Context: an optimization exercise on an open-source flow, tuned for small area, a short achievable clock period and few clock cycles per item. The choices shown serve that exercise and are no tape-out recipe.
Function was checked by simulation only, so behaviour that the tests miss may differ from the original.
Power is estimated from default activity; no workload was simulated.

## deque_with_search
module deque_with_search #(
   parameter int CAPACITY = dqs_pkg::CAPACITY_DEF
) (
   input  wire logic                                clock,
   input  wire logic                                reset,
   input  wire logic                                req_valid,
   output logic                                     req_ready,
   input  wire logic        [dqs_pkg::OPCODE_W-1:0] req_opcode,
   input  wire logic signed [dqs_pkg::DATA_W-1:0]   req_value,
   output logic                                     rsp_valid,
   input  wire logic                                rsp_ready,
   output logic             [dqs_pkg::STATUS_W-1:0] rsp_status,
   output logic             [dqs_pkg::POS_W-1:0]    rsp_position,
   output logic signed      [dqs_pkg::DATA_W-1:0]   rsp_entry_data,
   output logic                                     rsp_last
);
   localparam int IDX_W = $clog2(CAPACITY);
   localparam int CNT_W = $clog2(CAPACITY + 1);
   logic [CAPACITY-1:0]        mem_wr_sel;
   logic [dqs_pkg::DATA_W-1:0] mem_wr_data;
   logic [CAPACITY-1:0]        mem_rd_sel;
  ...
Size: roughly 4,600 cells after synthesis, ~1,300 flip-flops, about 0.060 mm2 of cells after synthesis.
Settings: LEC_CHECK=0, CAP_MARGIN=20, CORE_MARGIN=2, CORE_UTILIZATION=40, CTS_BUF_LIST=sky130_fd_sc_hd__clkbuf_8, SETUP_SLACK_MARGIN=3.2, SLEW_MARGIN=20; clock period 6.0 ns.
run.sh (not shown) runs the stock make flow with config.mk's settings and CLKGATE_MAP_FILE= SYNTH_SCRIPT=/design/flow/synth_recipe.tcl, a recipe that flattens the netlist after the stock synthesis.
The baseline went through all stages and came out clean.
Testbench counts at the start, summed over its fixed seeds: cycles 10,548, requests 5,600.
Edit:
--- a/flow/config.mk
+++ b/flow/config.mk
@@ -7,3 +7,3 @@
 export LEC_CHECK = 0
-export CAP_MARGIN = 20
+export CAP_MARGIN = 30
 export CORE_MARGIN = 2
@@ -11,3 +11,3 @@
 export CTS_BUF_LIST = sky130_fd_sc_hd__clkbuf_8
-export SETUP_SLACK_MARGIN = 3.2
-export SLEW_MARGIN = 20
+export SETUP_SLACK_MARGIN = 3.5
+export SLEW_MARGIN = 30
The new run finished with timing, DRC and antenna clean.
Total power is higher by a few percent.
Core utilization goes up by 1.9 points.
Cell count went up slightly.
Final area climbs by a few percent.
Die area does not change.
Routed wire length came out higher slightly.
Clock-buffer cell count is higher by 5.
Setup slack gains 0.15 ns.

---

build 64:
Another version of the RTL of deque_with_search (not shown whole).
Size in the first run: about 4600 cells after synthesis, about 1300 flip-flops, about 82 I/O pins, ~61000 um2 of cells after synthesis.
==> flow/design.v (excerpt) <==
module deque_with_search #(
   parameter int CAPACITY = dqs_pkg::CAPACITY_DEF
) (
   input  wire logic                                clock,
   input  wire logic                                reset,
   input  wire logic                                req_valid,
   output logic                                     req_ready,
   input  wire logic        [dqs_pkg::OPCODE_W-1:0] req_opcode,
   input  wire logic signed [dqs_pkg::DATA_W-1:0]   req_value,
   output logic                                     rsp_valid,
   input  wire logic                                rsp_ready,
   output logic             [dqs_pkg::STATUS_W-1:0] rsp_status,
   output logic             [dqs_pkg::POS_W-1:0]    rsp_position,
   output logic signed      [dqs_pkg::DATA_W-1:0]   rsp_entry_data,
   output logic                                     rsp_last
);
export LEC_CHECK = 0
export CAP_MARGIN = 20
export CORE_MARGIN = 2
export CORE_UTILIZATION = 40
export CTS_BUF_LIST = sky130_fd_sc_hd__clkbuf_16
export CTS_CLUSTER_DIAMETER = 70
export CTS_CLUSTER_SIZE = 20
export SETUP_SLACK_MARGIN = 3.5
export SLEW_MARGIN = 20
create_clock -name core_clock -period 6.0 [get_ports {clock}]
The flow for build 64 finished, though final verification flagged capacitance limit, slew limit.
Testbench counts of build 64, summed over its fixed seeds: cycles 10,548, requests 5,600.
Edits applied to the flow inputs when going from build 64 to build 94:
- CTS_BUF_LIST: sky130_fd_sc_hd__clkbuf_16 -> sky130_fd_sc_hd__clkbuf_8
- CTS_CLUSTER_SIZE: 20 -> unset
- CTS_CLUSTER_DIAMETER: 70 -> unset
[summary]
From build 64 to build 94 the numbers moved as follows: clock network power share saw a decrease, clock distribution area overhead in the final layout saw an increase, worst hold slack after final layout saw a decrease, total length of routed wires saw a decrease.
Compared with build 64, placement density in the core of build 94 is lower.
Final cell area: build 94 below build 64
Number of flip-flops and latches in the synthesized netlist came out exactly the same in build 64 and build 94.
Build 64 ended up with req_value[25] as its critical path startpoint; build 94 ended up with u_ctrl.s_data[11].
Lower setup slack goes to build 64 over build 94.
Build 64: flow complete, layout not clean; failing: capacitance limit, slew limit
Build 94 finished all stages; however, its layout fails the closing checks, the failures being capacitance limit, slew limit.

==> re-timing with driven ports <==
The flow's constraints put no driver on any port. The routed layouts listed below were extracted and timed again, unchanged, in two steps.
Step 1: set_driving_cell puts a clkbuf_16 on clock and a buf_2 on each other input, an assumption about the parent block.
Step 2 moves the port delays by t, midway between the first and last clock arrival at a register: inputs arrive t later, outputs are due t later. That takes back most of the time a late clock gives input paths.
a / b / c = no drivers / after step 1 / after step 2; a / b = the first two.
run | t, ns | slack for setup (ns) | worst setup path at the end
the first run of note 1 | 1.102 | 2.865 / 2.865 / 1.876 | input to register
the second run of note 1 | 1.044 | 3.017 / 3.017 / 2.143 | input to register
build 64 | 0.875 | 2.688 / 2.717 / 1.842 | input to register
build 94 | 1.137 | 2.747 / 2.747 / 1.931 | input to register
The setup slack of the first run of note 1, which loses most, moves by 0.000 ns with the drivers and by -0.989 ns with both steps.
